This design comes from an exercise in tuning for small area on the open sky130 flow, not from production work.
RTL that was checked went through simulation tests only; none was proved equivalent to the original.
Power figures rest on the tool's default switching activity, not on a simulated workload.

==> 11-16 <==
Design branch_predictor, start of the top module:
module branch_predictor (
  input  logic        clk,
  input  logic        rst_n,
  input  logic [31:0] IF_PC,
  output logic        predicted,
  output logic [31:0] predicted_target,
  input  logic        upd_valid,
  input  logic [31:0] upd_PC,
  input  logic        upd_taken,
  input  logic [31:0] upd_target,
  input  logic        upd_uncond,
  input  logic        upd_predicted,
  output logic        mispredict,
  output logic [15:0] mispredict_count
);
==> module bp_aoi22, before the edit <==
module bp_aoi22 (
  input  logic a0, b0, a1, b1,
  output logic y
);
  assign y = ~((a0 & b0) | (a1 & b1));
endmodule
==> module bp_rd, before the edit <==
module bp_rd (
  input  logic [31:0] sel,
  input  logic [31:0] d,
  output logic        y
);
  logic [10:0] n;
  for (genvar g = 0; g < 10; g++) begin : g_ao
    bp_aoi222 u_ao (.a0(sel[3*g]), .b0(d[3*g]), .a1(sel[3*g+1]), .b1(d[3*g+1]),
                    .a2(sel[3*g+2]), .b2(d[3*g+2]), .y(n[g]));
  end
  bp_aoi22 u_ao10 (.a0(sel[30]), .b0(d[30]), .a1(sel[31]), .b1(d[31]), .y(n[10]));
  assign y = ~&n;
endmodule
==> module branch_predictor, before the edit <==
module branch_predictor (
  input  logic        clk,
  input  logic        rst_n,
  input  logic [31:0] IF_PC,
  output logic        predicted,
  output logic [31:0] predicted_target,
  input  logic        upd_valid,
  input  logic [31:0] upd_PC,
  input  logic        upd_taken,
  input  logic [31:0] upd_target,
  input  logic        upd_uncond,
  input  logic        upd_predicted,
  output logic        mispredict,
  output logic [15:0] mispredict_count
);
  localparam int EW = 28;   
  logic [31:0]          valid_q;
  logic [31:0][EW-1:0]  ent_q, ent_d;    
  logic [31:0][31:0]    tgt_q, tgt_d;
  logic [15:0]          cnt_q;
  logic [4:0]           f_idx, u_idx;
  logic [24:0]          f_tag, u_tag, f_rtag, u_rtag;
  logic [31:0]          f_sel, u_sel, we_r, wt_r;
  logic                 f_v, f_c1, u_v, u_unc, u_c1, u_c0;
  logic                 u_hit, wr_en, we_t, c1_d, c0_d, unc_d;
  logic                 unused_pc_lsbs;
  assign f_idx = IF_PC[6:2];
  assign f_tag = IF_PC[31:7];
  assign u_idx = upd_PC[6:2];
  assign u_tag = upd_PC[31:7];
  assign unused_pc_lsbs = ^{IF_PC[1:0], upd_PC[1:0]};
  assign f_sel = 32'd1 << f_idx;
  assign u_sel = 32'd1 << u_idx;
  logic [EW-1:0][31:0] ent_col;
  logic [31:0][31:0]   tgt_col;
  always_comb
    for (int i = 0; i < 32; i++) begin
      for (int b = 0; b < EW; b++) ent_col[b][i] = ent_q[i][b];
      for (int b = 0; b < 32; b++) tgt_col[b][i] = tgt_q[i][b];
    end
  bp_rd u_fv  (.sel(f_sel), .d(valid_q),    .y(f_v));
  bp_rd u_fc1 (.sel(f_sel), .d(ent_col[1]), .y(f_c1));
  bp_rd u_uv  (.sel(u_sel), .d(valid_q),    .y(u_v));
  bp_rd u_uc0 (.sel(u_sel), .d(ent_col[0]), .y(u_c0));
  bp_rd u_uc1 (.sel(u_sel), .d(ent_col[1]), .y(u_c1));
  bp_rd u_uun (.sel(u_sel), .d(ent_col[2]), .y(u_unc));
  for (genvar b = 0; b < 25; b++) begin : g_tag
    bp_rd u_ft (.sel(f_sel), .d(ent_col[b+3]), .y(f_rtag[b]));
    bp_rd u_ut (.sel(u_sel), .d(ent_col[b+3]), .y(u_rtag[b]));
  end
  for (genvar b = 0; b < 32; b++) begin : g_tgt
    bp_rd u_ftg (.sel(f_sel), .d(tgt_col[b]), .y(predicted_target[b]));
  end
  assign predicted = f_v && f_rtag == f_tag && f_c1;
  always_comb begin
    u_hit = u_v && u_rtag == u_tag;
    wr_en = upd_valid && (u_hit || upd_taken);
    we_t  = upd_valid && (upd_taken || (u_hit && upd_uncond));
    unc_d = u_hit ? u_unc : upd_uncond;
    if (!u_hit) begin
      c1_d = 1'b1;
      c0_d = upd_uncond;
    end else if (upd_uncond || u_unc) begin
      c1_d = 1'b1;
      c0_d = 1'b1;
    end else if (upd_taken) begin
      c1_d = u_c1 | u_c0;
      c0_d = u_c1 | ~u_c0;
    end else begin
      c1_d = u_c1 & u_c0;
      c0_d = u_c1 & ~u_c0;
    end
  end
  assign we_r = u_sel & {32{wr_en}};
  assign wt_r = u_sel & {32{we_t}};
  logic [EW-1:0] ent_w;
  assign ent_w = {u_tag, unc_d, c1_d, c0_d};
  for (genvar i = 0; i < 32; i++) begin : g_row
    for (genvar b = 0; b < EW; b++) begin : g_e
      bp_ld u_le (.e(we_r[i]), .k(~we_r[i]), .d(ent_w[b]), .q(ent_q[i][b]), .y(ent_d[i][b]));
    end
    for (genvar b = 0; b < 32; b++) begin : g_t
      bp_ld u_lt (.e(wt_r[i]), .k(~wt_r[i]), .d(upd_target[b]), .q(tgt_q[i][b]), .y(tgt_d[i][b]));
    end
  end
  assign mispredict = upd_valid && (upd_predicted ^ upd_taken);
  always_ff @(posedge clk) begin
    valid_q <= {32{rst_n}} & (valid_q | we_r);
    ent_q   <= ent_d;
    tgt_q   <= tgt_d;
    cnt_q   <= rst_n ? cnt_q + 16'(mispredict) : 16'd0;
  end
  assign mispredict_count = cnt_q;
endmodule
export LEC_CHECK = 0
export CAP_MARGIN = 20
export CORE_MARGIN = 2
export CORE_UTILIZATION = 40
export SLEW_MARGIN = 20
export SYNTH_HIERARCHICAL = 1
create_clock -name core_clock -period 6.5 [get_ports {clk}]
run.sh (not shown) runs the stock make flow with config.mk's settings and CLKGATE_MAP_FILE= SYNTH_SCRIPT=/design/flow/synth_recipe.tcl, a recipe that flattens the netlist after the stock synthesis.
==> 07-15: changes against 11-16 <==
--- a/flow/design.v
+++ b/flow/design.v
@@ -27,7 +27,19 @@
 endmodule
-module bp_aoi22 (
-  input  logic a0, b0, a1, b1,
+module bp_rdtail (
+  input  logic n0, n1, a0, b0, a1, b1,
   output logic y
 );
-  assign y = ~((a0 & b0) | (a1 & b1));
+  assign y = ~(n0 & n1 & ~((a0 & b0) | (a1 & b1)));
+endmodule
+module bp_nand4 (
+  input  logic a, b, c, d,
+  output logic y
+);
+  assign y = ~(a & b & c & d);
+endmodule
+module bp_or3 (
+  input  logic a, b, c,
+  output logic y
+);
+  assign y = a | b | c;
 endmodule
@@ -38,3 +50,4 @@
 );
-  logic [10:0] n;
+  logic [9:0] n;
+  logic       t;
   for (genvar g = 0; g < 10; g++) begin : g_ao
@@ -43,4 +56,7 @@
   end
-  bp_aoi22 u_ao10 (.a0(sel[30]), .b0(d[30]), .a1(sel[31]), .b1(d[31]), .y(n[10]));
-  assign y = ~&n;
+  bp_rdtail u_tail (.n0(n[8]), .n1(n[9]), .a0(sel[30]), .b0(d[30]), .a1(sel[31]), .b1(d[31]), .y(t));
+  logic       h0, h1;
+  bp_nand4 u_h0 (.a(n[0]), .b(n[1]), .c(n[2]), .d(n[3]), .y(h0));
+  bp_nand4 u_h1 (.a(n[4]), .b(n[5]), .c(n[6]), .d(n[7]), .y(h1));
+  bp_or3   u_y  (.a(h0), .b(h1), .c(t), .y(y));
 endmodule
@@ -70,5 +86,6 @@
 );
+  localparam logic [2:0] S_INV = 3'b000, S_SN = 3'b001, S_WN = 3'b010,
+                         S_WT  = 3'b100, S_ST = 3'b101, S_UNC = 3'b110;
   localparam int EW = 28;   
-  logic [31:0]          valid_q;
-  logic [31:0][EW-1:0]  ent_q, ent_d;    
+  logic [31:0][EW-1:0]  ent_q, ent_d;
   logic [31:0][31:0]    tgt_q, tgt_d;
@@ -78,4 +95,4 @@
   logic [31:0]          f_sel, u_sel, we_r, wt_r;
-  logic                 f_v, f_c1, u_v, u_unc, u_c1, u_c0;
-  logic                 u_hit, wr_en, we_t, c1_d, c0_d, unc_d;
+  logic [2:0]           u_st, st_d;
+  logic                 f_p, u_hit, wr_en, we_t;
   logic                 unused_pc_lsbs;
@@ -95,8 +112,6 @@
     end
-  bp_rd u_fv  (.sel(f_sel), .d(valid_q),    .y(f_v));
-  bp_rd u_fc1 (.sel(f_sel), .d(ent_col[1]), .y(f_c1));
-  bp_rd u_uv  (.sel(u_sel), .d(valid_q),    .y(u_v));
-  bp_rd u_uc0 (.sel(u_sel), .d(ent_col[0]), .y(u_c0));
-  bp_rd u_uc1 (.sel(u_sel), .d(ent_col[1]), .y(u_c1));
-  bp_rd u_uun (.sel(u_sel), .d(ent_col[2]), .y(u_unc));
+  bp_rd u_fp (.sel(f_sel), .d(ent_col[2]), .y(f_p));
+  for (genvar b = 0; b < 3; b++) begin : g_ust
+    bp_rd u_us (.sel(u_sel), .d(ent_col[b]), .y(u_st[b]));
+  end
   for (genvar b = 0; b < 25; b++) begin : g_tag
@@ -108,26 +123,27 @@
   end
-  assign predicted = f_v && f_rtag == f_tag && f_c1;
+  assign predicted = f_p && f_rtag == f_tag;
   always_comb begin
-    u_hit = u_v && u_rtag == u_tag;
+    u_hit = u_st != S_INV && u_rtag == u_tag;
     wr_en = upd_valid && (u_hit || upd_taken);
     we_t  = upd_valid && (upd_taken || (u_hit && upd_uncond));
-    unc_d = u_hit ? u_unc : upd_uncond;
-    if (!u_hit) begin
-      c1_d = 1'b1;
-      c0_d = upd_uncond;
-    end else if (upd_uncond || u_unc) begin
-      c1_d = 1'b1;
-      c0_d = 1'b1;
-    end else if (upd_taken) begin
-      c1_d = u_c1 | u_c0;
-      c0_d = u_c1 | ~u_c0;
-    end else begin
-      c1_d = u_c1 & u_c0;
-      c0_d = u_c1 & ~u_c0;
-    end
+    if (!u_hit)                             st_d = upd_uncond ? S_UNC : S_WT;
+    else if (u_st == S_UNC)                 st_d = S_UNC;
+    else if (upd_uncond)                    st_d = S_ST;
+    else if (upd_taken)
+      case (u_st)
+        S_SN:    st_d = S_WN;
+        S_WN:    st_d = S_WT;
+        default: st_d = S_ST;
+      endcase
+    else
+      case (u_st)
+        S_ST:    st_d = S_WT;
+        S_WT:    st_d = S_WN;
+        default: st_d = S_SN;
+      endcase
   end
-  assign we_r = u_sel & {32{wr_en}};
+  assign we_r = (u_sel & {32{wr_en}}) | {32{~rst_n}};
   assign wt_r = u_sel & {32{we_t}};
   logic [EW-1:0] ent_w;
-  assign ent_w = {u_tag, unc_d, c1_d, c0_d};
+  assign ent_w = {u_tag, st_d & {3{rst_n}}};
   for (genvar i = 0; i < 32; i++) begin : g_row
@@ -142,6 +158,5 @@
   always_ff @(posedge clk) begin
-    valid_q <= {32{rst_n}} & (valid_q | we_r);
-    ent_q   <= ent_d;
-    tgt_q   <= tgt_d;
-    cnt_q   <= rst_n ? cnt_q + 16'(mispredict) : 16'd0;
+    ent_q <= ent_d;
+    tgt_q <= tgt_d;
+    cnt_q <= rst_n ? cnt_q + 16'(mispredict) : 16'd0;
   end
Settings changed: CAP_MARGIN 20 to 15, CORE_UTILIZATION 40 to 50, CTS_BUF_LIST from default to sky130_fd_sc_hd__clkbuf_8, CTS_CLUSTER_DIAMETER from default to 60, CTS_CLUSTER_SIZE from default to 16, GPL_TIMING_DRIVEN from default to 0, SETUP_SLACK_MARGIN from default to 0.25, SLEW_MARGIN 20 to 15.
==> 04-28: changes against 11-16 <==
--- a/flow/design.v
+++ b/flow/design.v
@@ -27,7 +27,19 @@
 endmodule
-module bp_aoi22 (
-  input  logic a0, b0, a1, b1,
+module bp_rdtail (
+  input  logic n0, n1, a0, b0, a1, b1,
   output logic y
 );
-  assign y = ~((a0 & b0) | (a1 & b1));
+  assign y = ~(n0 & n1 & ~((a0 & b0) | (a1 & b1)));
+endmodule
+module bp_nand4 (
+  input  logic a, b, c, d,
+  output logic y
+);
+  assign y = ~(a & b & c & d);
+endmodule
+module bp_or3 (
+  input  logic a, b, c,
+  output logic y
+);
+  assign y = a | b | c;
 endmodule
@@ -38,3 +50,4 @@
 );
-  logic [10:0] n;
+  logic [9:0] n;
+  logic       t;
   for (genvar g = 0; g < 10; g++) begin : g_ao
@@ -43,4 +56,7 @@
   end
-  bp_aoi22 u_ao10 (.a0(sel[30]), .b0(d[30]), .a1(sel[31]), .b1(d[31]), .y(n[10]));
-  assign y = ~&n;
+  bp_rdtail u_tail (.n0(n[8]), .n1(n[9]), .a0(sel[30]), .b0(d[30]), .a1(sel[31]), .b1(d[31]), .y(t));
+  logic       h0, h1;
+  bp_nand4 u_h0 (.a(n[0]), .b(n[1]), .c(n[2]), .d(n[3]), .y(h0));
+  bp_nand4 u_h1 (.a(n[4]), .b(n[5]), .c(n[6]), .d(n[7]), .y(h1));
+  bp_or3   u_y  (.a(h0), .b(h1), .c(t), .y(y));
 endmodule
@@ -70,5 +86,6 @@
 );
+  localparam logic [2:0] S_INV = 3'b000, S_SN = 3'b001, S_WN = 3'b010,
+                         S_WT  = 3'b100, S_ST = 3'b101, S_UNC = 3'b110;
   localparam int EW = 28;   
-  logic [31:0]          valid_q;
-  logic [31:0][EW-1:0]  ent_q, ent_d;    
+  logic [31:0][EW-1:0]  ent_q, ent_d;
   logic [31:0][31:0]    tgt_q, tgt_d;
@@ -78,4 +95,4 @@
   logic [31:0]          f_sel, u_sel, we_r, wt_r;
-  logic                 f_v, f_c1, u_v, u_unc, u_c1, u_c0;
-  logic                 u_hit, wr_en, we_t, c1_d, c0_d, unc_d;
+  logic [2:0]           u_st, st_d;
+  logic                 f_p, u_hit, wr_en, we_t;
   logic                 unused_pc_lsbs;
@@ -95,8 +112,6 @@
     end
-  bp_rd u_fv  (.sel(f_sel), .d(valid_q),    .y(f_v));
-  bp_rd u_fc1 (.sel(f_sel), .d(ent_col[1]), .y(f_c1));
-  bp_rd u_uv  (.sel(u_sel), .d(valid_q),    .y(u_v));
-  bp_rd u_uc0 (.sel(u_sel), .d(ent_col[0]), .y(u_c0));
-  bp_rd u_uc1 (.sel(u_sel), .d(ent_col[1]), .y(u_c1));
-  bp_rd u_uun (.sel(u_sel), .d(ent_col[2]), .y(u_unc));
+  bp_rd u_fp (.sel(f_sel), .d(ent_col[2]), .y(f_p));
+  for (genvar b = 0; b < 3; b++) begin : g_ust
+    bp_rd u_us (.sel(u_sel), .d(ent_col[b]), .y(u_st[b]));
+  end
   for (genvar b = 0; b < 25; b++) begin : g_tag
@@ -108,26 +123,27 @@
   end
-  assign predicted = f_v && f_rtag == f_tag && f_c1;
+  assign predicted = f_p && f_rtag == f_tag;
   always_comb begin
-    u_hit = u_v && u_rtag == u_tag;
+    u_hit = u_st != S_INV && u_rtag == u_tag;
     wr_en = upd_valid && (u_hit || upd_taken);
     we_t  = upd_valid && (upd_taken || (u_hit && upd_uncond));
-    unc_d = u_hit ? u_unc : upd_uncond;
-    if (!u_hit) begin
-      c1_d = 1'b1;
-      c0_d = upd_uncond;
-    end else if (upd_uncond || u_unc) begin
-      c1_d = 1'b1;
-      c0_d = 1'b1;
-    end else if (upd_taken) begin
-      c1_d = u_c1 | u_c0;
-      c0_d = u_c1 | ~u_c0;
-    end else begin
-      c1_d = u_c1 & u_c0;
-      c0_d = u_c1 & ~u_c0;
-    end
+    if (!u_hit)                             st_d = upd_uncond ? S_UNC : S_WT;
+    else if (u_st == S_UNC)                 st_d = S_UNC;
+    else if (upd_uncond)                    st_d = S_ST;
+    else if (upd_taken)
+      case (u_st)
+        S_SN:    st_d = S_WN;
+        S_WN:    st_d = S_WT;
+        default: st_d = S_ST;
+      endcase
+    else
+      case (u_st)
+        S_ST:    st_d = S_WT;
+        S_WT:    st_d = S_WN;
+        default: st_d = S_SN;
+      endcase
   end
-  assign we_r = u_sel & {32{wr_en}};
+  assign we_r = (u_sel & {32{wr_en}}) | {32{~rst_n}};
   assign wt_r = u_sel & {32{we_t}};
   logic [EW-1:0] ent_w;
-  assign ent_w = {u_tag, unc_d, c1_d, c0_d};
+  assign ent_w = {u_tag, st_d & {3{rst_n}}};
   for (genvar i = 0; i < 32; i++) begin : g_row
@@ -142,6 +158,5 @@
   always_ff @(posedge clk) begin
-    valid_q <= {32{rst_n}} & (valid_q | we_r);
-    ent_q   <= ent_d;
-    tgt_q   <= tgt_d;
-    cnt_q   <= rst_n ? cnt_q + 16'(mispredict) : 16'd0;
+    ent_q <= ent_d;
+    tgt_q <= tgt_d;
+    cnt_q <= rst_n ? cnt_q + 16'(mispredict) : 16'd0;
   end
==> flow/flow/run.sh (new file) <==
#!/bin/bash
set -e
PLATFORM_DONT_USE="sky130_fd_sc_hd__probe_p_8 sky130_fd_sc_hd__probec_p_8 sky130_fd_sc_hd__lpflow_bleeder_1 sky130_fd_sc_hd__lpflow_clkbufkapwr_1 sky130_fd_sc_hd__lpflow_clkbufkapwr_16 sky130_fd_sc_hd__lpflow_clkbufkapwr_2 sky130_fd_sc_hd__lpflow_clkbufkapwr_4 sky130_fd_sc_hd__lpflow_clkbufkapwr_8 sky130_fd_sc_hd__lpflow_clkinvkapwr_1 sky130_fd_sc_hd__lpflow_clkinvkapwr_16 sky130_fd_sc_hd__lpflow_clkinvkapwr_2 sky130_fd_sc_hd__lpflow_clkinvkapwr_4 sky130_fd_sc_hd__lpflow_clkinvkapwr_8 sky130_fd_sc_hd__lpflow_decapkapwr_12 sky130_fd_sc_hd__lpflow_decapkapwr_3 sky130_fd_sc_hd__lpflow_decapkapwr_4 sky130_fd_sc_hd__lpflow_decapkapwr_6 sky130_fd_sc_hd__lpflow_decapkapwr_8 sky130_fd_sc_hd__lpflow_inputiso0n_1 sky130_fd_sc_hd__lpflow_inputiso0p_1 sky130_fd_sc_hd__lpflow_inputiso1n_1 sky130_fd_sc_hd__lpflow_inputiso1p_1 sky130_fd_sc_hd__lpflow_inputisolatch_1 sky130_fd_sc_hd__lpflow_isobufsrc_1 sky130_fd_sc_hd__lpflow_isobufsrc_16 sky130_fd_sc_hd__lpflow_isobufsrc_2 sky130_fd_sc_hd__lpflow_isobufsrc_4 sky130_fd_sc_hd__lpflow_isobufsrc_8 sky130_fd_sc_hd__lpflow_isobufsrckapwr_16 sky130_fd_sc_hd__lpflow_lsbuf_lh_hl_isowell_tap_1 sky130_fd_sc_hd__lpflow_lsbuf_lh_hl_isowell_tap_2 sky130_fd_sc_hd__lpflow_lsbuf_lh_hl_isowell_tap_4 sky130_fd_sc_hd__lpflow_lsbuf_lh_isowell_4 sky130_fd_sc_hd__lpflow_lsbuf_lh_isowell_tap_1 sky130_fd_sc_hd__lpflow_lsbuf_lh_isowell_tap_2 sky130_fd_sc_hd__lpflow_lsbuf_lh_isowell_tap_4 "
EXTRA_DONT_USE="sky130_fd_sc_hd__buf_6 sky130_fd_sc_hd__buf_8 sky130_fd_sc_hd__buf_12 sky130_fd_sc_hd__buf_16 sky130_fd_sc_hd__bufbuf_8 sky130_fd_sc_hd__bufbuf_16"
bash standard.sh synth > run_synth.log 2>&1
export BUFFER_PORTS_ARGS="-buffer_cell sky130_fd_sc_hd__buf_2"
bash standard.sh "DONT_USE_CELLS=$PLATFORM_DONT_USE $EXTRA_DONT_USE" finish > run_layout.log 2>&1
==> flow/standard.sh (new file) <==
#!/bin/bash
# synth_recipe.tcl (not shown) runs the flow's synth.tcl, then flattens the netlist and writes it again
# the make line also repeats each setting of config.mk as NAME=value (left out here)
make -C /OpenROAD-flow-scripts/flow DESIGN_CONFIG=/design/flow/config.mk WORK_HOME=/design/flow/orfs CLKGATE_MAP_FILE= SYNTH_SCRIPT=/design/flow/synth_recipe.tcl "${@:-finish}"
Settings changed: CAP_MARGIN 20 to 15, CORE_UTILIZATION 40 to 50, CTS_BUF_LIST from default to sky130_fd_sc_hd__clkbuf_8, CTS_CLUSTER_DIAMETER from default to 60, CTS_CLUSTER_SIZE from default to 16, GPL_TIMING_DRIVEN from default to 0, SLEW_MARGIN 20 to 15.
removed: flow/run.sh
==> summary of the runs <==
04-28 ran to the end with violations: negative setup slack. 11-16 passed the timing, DRC and antenna checks. 07-15 finished clean. Against 07-15, the clock skew of 11-16 is higher by 0.0044 ns. Global-route usage: 07-15 > 04-28 > 11-16. First-iteration DRC count, highest first: 11-16, 07-15, 04-28. Clock power: 04-28 < 07-15 < 11-16. Between 11-16 and 07-15, the lower synthesized cell count is in 07-15 (gap 3.6%, measured against 07-15). Against 04-28, the flip-flop and latch count of 11-16 is higher by 32. In die area, 04-28 and 07-15 do not differ. Non-clock buffer count: 11-16 > 07-15 > 04-28. Clock-buffer cell count: 07-15 is lower than 04-28 (1). Utilization, highest first: 07-15, 04-28, 11-16. Of 04-28 and 07-15, 07-15 has the higher via count (gap 0.37%, measured against 07-15).
No functional check of the RTL was part of 11-16.

## separate check: timing with driven ports
In the flow no input, the clock included, has a driving cell. The finished layouts below were timed again as built, in two steps. Step 1 (the two cells are an assumption about what drives the block):
set clk [get_ports {clk}]
set_driving_cell -lib_cell sky130_fd_sc_hd__clkbuf_16 $clk
set_driving_cell -lib_cell sky130_fd_sc_hd__buf_2 [delete_from_list [all_inputs] $clk]
Step 2 also shifts input and output timing later by t, the mid clock arrival at the registers, as if the neighbouring blocks saw the same clock. a / b / c = ideal ports / drivers / drivers and shift; a / b = the first two.
run | t (ns) | setup slack, ns | hold WS [ns]
11-16 | 0.947 | 0.120 / -0.022 / -0.419 | 0.482 / 0.482 / 0.482
07-15 | 0.999 | 0.202 / 0.168 / -0.831 | 0.493 / 0.493 / 0.493
04-28 | 1.026 | -0.039 / -0.064 / -1.066 | 0.491 / 0.491 / 0.491
Met with ideal ports but missed after step 2: setup timing in 11-16 and 07-15. For 07-15, which loses most, drivers alone change the setup slack by -0.034 ns; drivers and shift together by -1.033 ns.
